Background: an optimization exercise with open tools, aiming at small area. Do not read the settings as production practice. At most, simulation tests tie the RTL to the original design; equivalence was not proved. Power and IR drop assume default switching activity.

==> run a <==
## sha256_main_round
module sha256_main_round
(
    input  logic         clk,
    input  logic         reset_n,
    input  logic         msg_init,
    input  logic         w_vld,
    input  logic [5:0]   w_cnt,
    input  logic [31:0]  Wt,
    output logic         busy,
    output logic         blk_done,
    output logic         seq_err,
    output logic [255:0] digest
);
==> flow/config.mk <==
export PLATFORM = sky130hd
export DESIGN_NAME = sha256_main_round
export DESIGN_NICKNAME = sha256_main_round
export VERILOG_FILES = /design/flow/design.v
export SDC_FILE = /design/flow/constraint.sdc
export NUM_CORES = 4
export LEC_CHECK = 0
export CAP_MARGIN = 20
export CORE_MARGIN = 2
export CORE_UTILIZATION = 72
export CTS_CLUSTER_DIAMETER = 90
export CTS_CLUSTER_SIZE = 22
export PLACE_DENSITY = 0.75
export SETUP_SLACK_MARGIN = 0.15
export SLEW_MARGIN = 20
==> flow/constraint.sdc <==
create_clock -name core_clock -period 8.0 [get_ports {clk}]
set_input_delay 1.6000 -clock core_clock [delete_from_list [all_inputs] [get_ports {clk}]]
set_output_delay 1.6000 -clock core_clock [all_outputs]
set_load 0.01 [all_outputs]
standard.sh (not shown) runs the stock make flow with config.mk's settings and CLKGATE_MAP_FILE= SYNTH_SCRIPT=/design/flow/synth_recipe.tcl, a recipe that flattens the netlist after the stock synthesis.
==> flow/flow/run.sh <==
#!/bin/bash
# Own layout flow: the standard flow with these changes.
#  1. After the standard synthesis, flow/fixinv.py cleans up polarity: it
#     removes inverters around full-adder cells (a full adder is self-dual, so
#     a cell can take all its inputs and give all its outputs complemented) and
#     swaps gates for their complements (nand2 <-> and2, ...) where that saves
#     area. Registers are untouched.
#  2. Port buffers are the smallest buffer, sky130_fd_sc_hd__buf_1.
# Each tool's output goes to a log of its own in this folder.
set -euo pipefail
R=orfs/results/${FLOW_PLATFORM}/sha256_main_round/base
bash standard.sh "$PWD/$R/1_2_yosys.v" > synth.log 2>&1
cp "$R/1_2_yosys.v" 1_2_yosys.orig.v
python3 flow/fixinv.py 1_2_yosys.orig.v "$R/1_2_yosys.v" > fixinv.log 2>&1
bash standard.sh "BUFFER_PORTS_ARGS=-buffer_cell sky130_fd_sc_hd__buf_1" finish > layout.log 2>&1
Other scripts of this flow, unchanged in this note and not shown: flow/flow/fixinv.py
==> inputs of run b, as changes to run a <==
Settings changed: CORE_UTILIZATION 72 to 76, CTS_BUF_LIST set to sky130_fd_sc_hd__clkbuf_8, CTS_CLUSTER_DIAMETER 90 to 70, CTS_CLUSTER_SIZE 22 to 14, PLACE_DENSITY 0.75 to unset.
==> notes <==
Run b finished but failed the layout checks on negative setup slack. Run a completed with no timing, DRC or antenna violations. Of run b and run a, run b has the higher cell count (gap about 0.28%, measured against run a). Against run b, the count of clock-buffer cells in the layout of run a is higher by 2. Against run a, the critical path depth of run b is lower by 3. Against run a, the worst hold slack of run b is better by 0.0093 ns. In run a the global-route usage is lower than in run b, by 2.3 points. In run b the sequential share of layout area is higher than in run a, by 0.11 points. Against run a, the design area of run b is lower by about 0.34%.
==> figures <==
quantity	run a	run b
Result of the run	finished clean	failed layout checks
Violated checks	-	negative setup slack
Total via count after detailed routing	30,700	31,100
Sequential group share of total power	0.526	0.547
Detailed-placement wirelength estimate	104 mm	103 mm
Cell area after layout	42,000 um^2	41,900 um^2
Met3 Use GR	0.182	0.209
Leakage power	17.2 nW	17.2 nW
Clock group share of total power	0.322	0.293
Placeable Area	52,700 um^2	50,000 um^2
Final wirelength	134 mm	133 mm
Maximum number of pins on one net before global-route repair	155	161
Post-CTS Repair Setup Buffers	1	0
Met1 track demand over resource	0.637	0.656
Final estimated routing congestion in global placement	1.13	1.12
FF-to-FF path depth	27	24
Power Combinational	0.000838 W	0.000846 W

* * *

==> exp/delta: inputs <==
Another version of the RTL of sha256_main_round (not shown whole).
==> module sha256_main_round, before the edit <==
module sha256_main_round
(
    input  logic         clk,
    input  logic         reset_n,
    input  logic         msg_init,
    input  logic         w_vld,
    input  logic [5:0]   w_cnt,
    input  logic [31:0]  Wt,
    output logic         busy,
    output logic         blk_done,
    output logic         seq_err,
    output logic [255:0] digest
);
    logic         st_round;    
    logic         st_update;   
    logic         st_busy;     
    logic [7:0]   cnt_lo;      
    logic [7:0]   cnt_hi;      
    logic         hvld;
    logic [255:0] hreg;
    logic [255:0] work;
    logic         accept;
    logic         last;
    logic [255:0] hcur;
    logic [255:0] hsum;
    logic [255:0] src;
    logic [31:0]  a_n, e_n;
    assign accept = w_vld && !msg_init && !st_update && cnt_lo[w_cnt[2:0]] && cnt_hi[w_cnt[5:3]];
    assign last   = accept && cnt_lo[7] && cnt_hi[7];
    assign hcur = hvld ? hreg : sha256_pkg::IV;
    assign src  = st_busy ? work : hcur;
    for (genvar i = 0; i < 8; i++) begin : g_hadd
        sha256_add_ci #(.B(11)) u_add (
            .x (hcur[32*i +: 32]),
            .y (work[32*i +: 32] & {32{st_update}}),
            .s (hsum[32*i +: 32])
        );
    end
    sha256_round_comb u_round (
        .a   (src[255:224]),
        .b   (src[223:192]),
        .c   (src[191:160]),
        .d   (src[159:128]),
        .e   (src[127:96]),
        .f   (src[95:64]),
        .g   (src[63:32]),
        .h   (src[31:0]),
        .k_t (sha256_pkg::k_twohot(cnt_lo, cnt_hi)),
        .w_t (Wt),
        .a_n (a_n),
        .e_n (e_n)
    );
    always_ff @(posedge clk or negedge reset_n) begin
        if (!reset_n) begin
            st_round  <= 1'b0;
            st_update <= 1'b0;
            st_busy   <= 1'b0;
            cnt_lo    <= 8'd1;
            cnt_hi    <= 8'd1;
            hvld      <= 1'b0;
            blk_done  <= 1'b0;
            seq_err   <= 1'b0;
        end else begin
            st_round  <= !msg_init && (st_round ? !last : accept);
            st_update <= !msg_init && last;
            st_busy   <= !msg_init && (st_round ? 1'b1 : accept);
            blk_done  <= last;
            hvld      <= !msg_init;
            if (msg_init) begin
                cnt_lo  <= 8'd1;
                cnt_hi  <= 8'd1;
                seq_err <= 1'b0;
            end else begin
                if (accept) begin   
                    cnt_lo <= {cnt_lo[6:0], cnt_lo[7]};
                    if (cnt_lo[7]) cnt_hi <= {cnt_hi[6:0], cnt_hi[7]};
                end
                if (w_vld && !accept) seq_err <= 1'b1;
            end
        end
    end
    always_ff @(posedge clk) begin
        hreg <= hsum;
        if (accept) work <= {a_n, src[255:160], e_n, src[127:32]};
    end
    assign busy   = st_busy;
    assign digest = hcur;
endmodule
export LEC_CHECK = 0
export CAP_MARGIN = 20
export CORE_MARGIN = 2
export CORE_UTILIZATION = 72
export CTS_BUF_LIST = sky130_fd_sc_hd__clkbuf_8
export CTS_CLUSTER_DIAMETER = 70
export CTS_CLUSTER_SIZE = 14
export SETUP_SLACK_MARGIN = 0.15
export SLEW_MARGIN = 20
create_clock -name core_clock -period 8.0 [get_ports {clk}]
Scripts as last shown in full above: flow/flow/run.sh
Other scripts of this flow, unchanged in this note and not shown: flow/flow/fixinv.py
==> exp/indigo: changes against exp/delta <==
--- a/flow/design.v
+++ b/flow/design.v
@@ -370,5 +370,4 @@
     logic         st_round;    
     logic         st_update;   
-    logic         st_busy;     
     logic [7:0]   cnt_lo;      
     logic [7:0]   cnt_hi;      
@@ -385,5 +384,5 @@
     assign last   = accept && cnt_lo[7] && cnt_hi[7];
     assign hcur = hvld ? hreg : sha256_pkg::IV;
-    assign src  = st_busy ? work : hcur;
+    assign src  = (st_round || st_update) ? work : hcur;
     for (genvar i = 0; i < 8; i++) begin : g_hadd
         sha256_add_ci #(.B(11)) u_add (
@@ -411,5 +410,4 @@
             st_round  <= 1'b0;
             st_update <= 1'b0;
-            st_busy   <= 1'b0;
             cnt_lo    <= 8'd1;
             cnt_hi    <= 8'd1;
@@ -420,5 +418,4 @@
             st_round  <= !msg_init && (st_round ? !last : accept);
             st_update <= !msg_init && last;
-            st_busy   <= !msg_init && (st_round ? 1'b1 : accept);
             blk_done  <= last;
             hvld      <= !msg_init;
@@ -440,5 +437,5 @@
         if (accept) work <= {a_n, src[255:160], e_n, src[127:32]};
     end
-    assign busy   = st_busy;
+    assign busy   = st_round || st_update;
     assign digest = hcur;
 endmodule
--- a/flow/config.mk
+++ b/flow/config.mk
@@ -9,7 +9,7 @@
 export CORE_MARGIN = 2
 export CORE_UTILIZATION = 72
-export CTS_BUF_LIST = sky130_fd_sc_hd__clkbuf_8
-export CTS_CLUSTER_DIAMETER = 70
-export CTS_CLUSTER_SIZE = 14
+export CTS_CLUSTER_DIAMETER = 90
+export CTS_CLUSTER_SIZE = 22
+export GPL_TIMING_DRIVEN = 0
 export SETUP_SLACK_MARGIN = 0.15
 export SLEW_MARGIN = 20
==> flow_summary.yaml <==
status:
  outcome: "aborted with a tool error"
  failing_step: "5_1_grt"
  error: "[ERROR GRT-0232] Routing congestion too high. Check the congestion heatmap in the GUI."
grt:
  grt.overflow.total: 109
  met3_usage_pct: 72.47
clocking:
  h-tree-depth: 1
place:
  place.gp.congestion: 1.134
  dp.cells: 4575
synth:
  synth_cells: 3586
Source of the figures above: exp/indigo

==> flow_summary.yaml <==
place:
  place.gp.congestion: 1.016
  hpwl_um: 97120
  dp.cells: 4549
status:
  outcome: "timing/DRC/antenna clean"
grt:
  met3_usage_pct: 12.55
  grt.overflow.total: 0
layout:
  antenna_cells: 6
  drive_above_1_share_pct: 12.14
sta:
  fin_tns_setup_ns: 0
  finalHoldViolations: 0
synth:
  synth_cells: 3491
clocking:
  h-tree-depth: 2
power:
  seq_power_mw: 2.89
Source of the figures above: exp/delta

For exp/delta, only the layout was checked, not whether the RTL still works.

* * *

==> inputs of v30 <==
RTL: one of the versions met above, not the one the previous note started from.
==> module sha256_round_comb, before the edit <==
module sha256_round_comb
(
    input  logic [31:0] a,
    input  logic [31:0] b,
    input  logic [31:0] c,
    input  logic [31:0] d,
    input  logic [31:0] e,
    input  logic [31:0] f,
    input  logic [31:0] g,
    input  logic [31:0] h,
    input  logic [31:0] k_t,
    input  logic [31:0] w_t,
    output logic [31:0] a_n,
    output logic [31:0] e_n
);
    logic [63:0] r1, r2, r3, re, ra1, ra2;
    assign r1  = sha256_pkg::csa(h, sha256_pkg::big_sigma1(e), sha256_pkg::ch(e, f, g));
    assign r2  = sha256_pkg::csa(r1[63:32], r1[31:0], k_t);
    assign r3  = sha256_pkg::csa(r2[63:32], r2[31:0], w_t);
    assign re  = sha256_pkg::csa(r3[63:32], r3[31:0], d);
    assign ra1 = sha256_pkg::csa(r3[63:32], r3[31:0], sha256_pkg::big_sigma0(a));
    assign ra2 = sha256_pkg::csa(ra1[63:32], ra1[31:0], sha256_pkg::maj(a, b, c));
    assign e_n = sha256_pkg::add_bk(re[63:32], re[31:0]);
    assign a_n = sha256_pkg::add_bk(ra2[63:32], ra2[31:0]);
endmodule
==> module sha256_main_round, before the edit <==
module sha256_main_round
(
    input  logic         clk,
    input  logic         reset_n,
    input  logic         msg_init,
    input  logic         w_vld,
    input  logic [5:0]   w_cnt,
    input  logic [31:0]  Wt,
    output logic         busy,
    output logic         blk_done,
    output logic         seq_err,
    output logic [255:0] digest
);
    logic         st_round;    
    logic         st_update;   
    logic [7:0]   cnt_lo;      
    logic [7:0]   cnt_hi;      
    logic         hvld;
    logic [255:0] hreg;
    logic [255:0] work;
    logic         accept;
    logic         last;
    logic [255:0] hcur;
    logic [255:0] hsum;
    logic [255:0] src;
    logic [31:0]  a_n, e_n;
    assign accept = w_vld && !msg_init && !st_update && cnt_lo[w_cnt[2:0]] && cnt_hi[w_cnt[5:3]];
    assign last   = accept && cnt_lo[7] && cnt_hi[7];
    assign hcur = hvld ? hreg : sha256_pkg::IV;
    assign src  = (st_round || st_update) ? work : hcur;
    for (genvar i = 0; i < 8; i++) begin : g_hadd
        sha256_add_ci #(.B(11)) u_add (
            .x (hcur[32*i +: 32]),
            .y (work[32*i +: 32] & {32{st_update}}),
            .s (hsum[32*i +: 32])
        );
    end
    sha256_round_comb u_round (
        .a   (src[255:224]),
        .b   (src[223:192]),
        .c   (src[191:160]),
        .d   (src[159:128]),
        .e   (src[127:96]),
        .f   (src[95:64]),
        .g   (src[63:32]),
        .h   (src[31:0]),
        .k_t (sha256_pkg::k_twohot(cnt_lo, cnt_hi)),
        .w_t (Wt),
        .a_n (a_n),
        .e_n (e_n)
    );
    always_ff @(posedge clk or negedge reset_n) begin
        if (!reset_n) begin
            st_round  <= 1'b0;
            st_update <= 1'b0;
            cnt_lo    <= 8'd1;
            cnt_hi    <= 8'd1;
            hvld      <= 1'b0;
            blk_done  <= 1'b0;
            seq_err   <= 1'b0;
        end else begin
            st_round  <= !msg_init && (st_round ? !last : accept);
            st_update <= !msg_init && last;
            blk_done  <= last;
            hvld      <= !msg_init;
            if (msg_init) begin
                cnt_lo  <= 8'd1;
                cnt_hi  <= 8'd1;
                seq_err <= 1'b0;
            end else begin
                if (accept) begin   
                    cnt_lo <= {cnt_lo[6:0], cnt_lo[7]};
                    if (cnt_lo[7]) cnt_hi <= {cnt_hi[6:0], cnt_hi[7]};
                end
                if (w_vld && !accept) seq_err <= 1'b1;
            end
        end
    end
    always_ff @(posedge clk) begin
        hreg <= hsum;
        if (accept) work <= {a_n, src[255:160], e_n, src[127:32]};
    end
    assign busy   = st_round || st_update;
    assign digest = hcur;
endmodule
==> flow/config.mk <==
export PLATFORM = sky130hd
export DESIGN_NAME = sha256_main_round
export DESIGN_NICKNAME = sha256_main_round
export VERILOG_FILES = /design/flow/design.v
export SDC_FILE = /design/flow/constraint.sdc
export NUM_CORES = 4
export LEC_CHECK = 0
export CAP_MARGIN = 20
export CORE_MARGIN = 2
export CORE_UTILIZATION = 72
export CTS_BUF_LIST = sky130_fd_sc_hd__clkbuf_8
export CTS_CLUSTER_DIAMETER = 60
export CTS_CLUSTER_SIZE = 12
export SETUP_SLACK_MARGIN = 0.15
export SLEW_MARGIN = 20
==> flow/constraint.sdc <==
create_clock -name core_clock -period 8.0 [get_ports {clk}]
set_input_delay 1.6000 -clock core_clock [delete_from_list [all_inputs] [get_ports {clk}]]
set_output_delay 1.6000 -clock core_clock [all_outputs]
set_load 0.01 [all_outputs]
Scripts as last shown in full above: flow/flow/run.sh
Other scripts of this flow, unchanged in this note and not shown: flow/flow/fixinv.py
==> v32: changes against v30 <==
--- a/flow/design.v
+++ b/flow/design.v
@@ -316,9 +316,9 @@
     output logic [31:0] e_n
 );
     logic [63:0] r1, r2, r3, re, ra1, ra2;
-    assign r1  = sha256_pkg::csa(h, sha256_pkg::big_sigma1(e), sha256_pkg::ch(e, f, g));
+    assign r1  = sha256_pkg::csa(h, w_t, sha256_pkg::big_sigma1(e));
     assign r2  = sha256_pkg::csa(r1[63:32], r1[31:0], k_t);
-    assign r3  = sha256_pkg::csa(r2[63:32], r2[31:0], w_t);
+    assign r3  = sha256_pkg::csa(r2[63:32], r2[31:0], sha256_pkg::ch(e, f, g));
     assign re  = sha256_pkg::csa(r3[63:32], r3[31:0], d);
     assign ra1 = sha256_pkg::csa(r3[63:32], r3[31:0], sha256_pkg::big_sigma0(a));
     assign ra2 = sha256_pkg::csa(ra1[63:32], ra1[31:0], sha256_pkg::maj(a, b, c));
@@ -369,6 +369,7 @@
 );
     logic         st_round;    
     logic         st_update;   
+    logic         st_busy;     
     logic [7:0]   cnt_lo;      
     logic [7:0]   cnt_hi;      
     logic         hvld;
@@ -383,7 +384,7 @@
     assign accept = w_vld && !msg_init && !st_update && cnt_lo[w_cnt[2:0]] && cnt_hi[w_cnt[5:3]];
     assign last   = accept && cnt_lo[7] && cnt_hi[7];
     assign hcur = hvld ? hreg : sha256_pkg::IV;
-    assign src  = (st_round || st_update) ? work : hcur;
+    assign src  = st_busy ? work : hcur;
     for (genvar i = 0; i < 8; i++) begin : g_hadd
         sha256_add_ci #(.B(11)) u_add (
             .x (hcur[32*i +: 32]),
@@ -409,6 +410,7 @@
         if (!reset_n) begin
             st_round  <= 1'b0;
             st_update <= 1'b0;
+            st_busy   <= 1'b0;
             cnt_lo    <= 8'd1;
             cnt_hi    <= 8'd1;
             hvld      <= 1'b0;
@@ -417,6 +419,7 @@
         end else begin
             st_round  <= !msg_init && (st_round ? !last : accept);
             st_update <= !msg_init && last;
+            st_busy   <= !msg_init && (st_round ? 1'b1 : accept);
             blk_done  <= last;
             hvld      <= !msg_init;
             if (msg_init) begin
@@ -436,6 +439,6 @@
         hreg <= hsum;
         if (accept) work <= {a_n, src[255:160], e_n, src[127:32]};
     end
-    assign busy   = st_round || st_update;
+    assign busy   = st_busy;
     assign digest = hcur;
 endmodule
Settings changed: CTS_BUF_LIST sky130_fd_sc_hd__clkbuf_8 to unset, CTS_CLUSTER_DIAMETER 60 to 90, CTS_CLUSTER_SIZE 12 to 22.
==> summary.json <==
{
  "sta": {
    "fin_crit_ns": 7.807,
    "post-route-period-util": 0.9759
  },
  "status": {
    "run_status": "complete, no violations"
  },
  "cells_and_area": {
    "design.seq.count": 534
  },
  "pwr": {
    "power.ir.vdd_worst_v": 0.0001901,
    "design_power_total_mw": 6.047
  },
  "route": {
    "wl_met1_um": 42820
  }
}
-- figures above: v32

==> summary.json <==
{
  "status": {
    "run_status": "complete, no violations"
  },
  "pwr": {
    "power.ir.vdd_worst_v": 0.0001483,
    "pg_seq_mw": 2.89,
    "design_power_total_mw": 5.438
  },
  "critical_path": {
    "critical_path_peak_fanout": 8
  },
  "min_path": {
    "holdCritStartpoint": "seq_err"
  },
  "route": {
    "wl_met1_um": 45730
  },
  "cells_and_area": {
    "design.seq.count": 533
  }
}
-- figures above: v30

Function not checked in v32: the RTL went through the layout flow alone.

## what the ideal ports hide
In the flow no input, the clock included, has a driving cell. The finished layouts below were timed again as built, in two steps.
Step 1: set_driving_cell puts a clkbuf_16 on clk and a buf_2 on each other input, an assumption about the parent block.
Step 2 moves the port delays by t, midway between the first and last clock arrival at a register: inputs arrive t later, outputs are due t later. That takes back most of the time a late clock gives input paths.
Three values: no drivers, after step 1, after step 2; two values: the first two.
run | t (ns) | setup slack, ns | worst data-port slew with drivers (ns)
run a | 0.720 | 0.139 / 0.139 / 0.139 | 0.06
run b | 0.753 | -0.024 / -0.024 / -0.024 | 0.05
exp/delta | 0.749 | 0.170 / 0.170 / 0.170 | 0.06
v30 | 0.768 | 0.270 / 0.270 / 0.270 | 0.06
v32 | 0.693 | 0.193 / 0.193 / 0.012 | 0.05
For v32, which loses most, drivers alone change the setup slack by 0.000 ns; drivers and shift together by -0.181 ns.
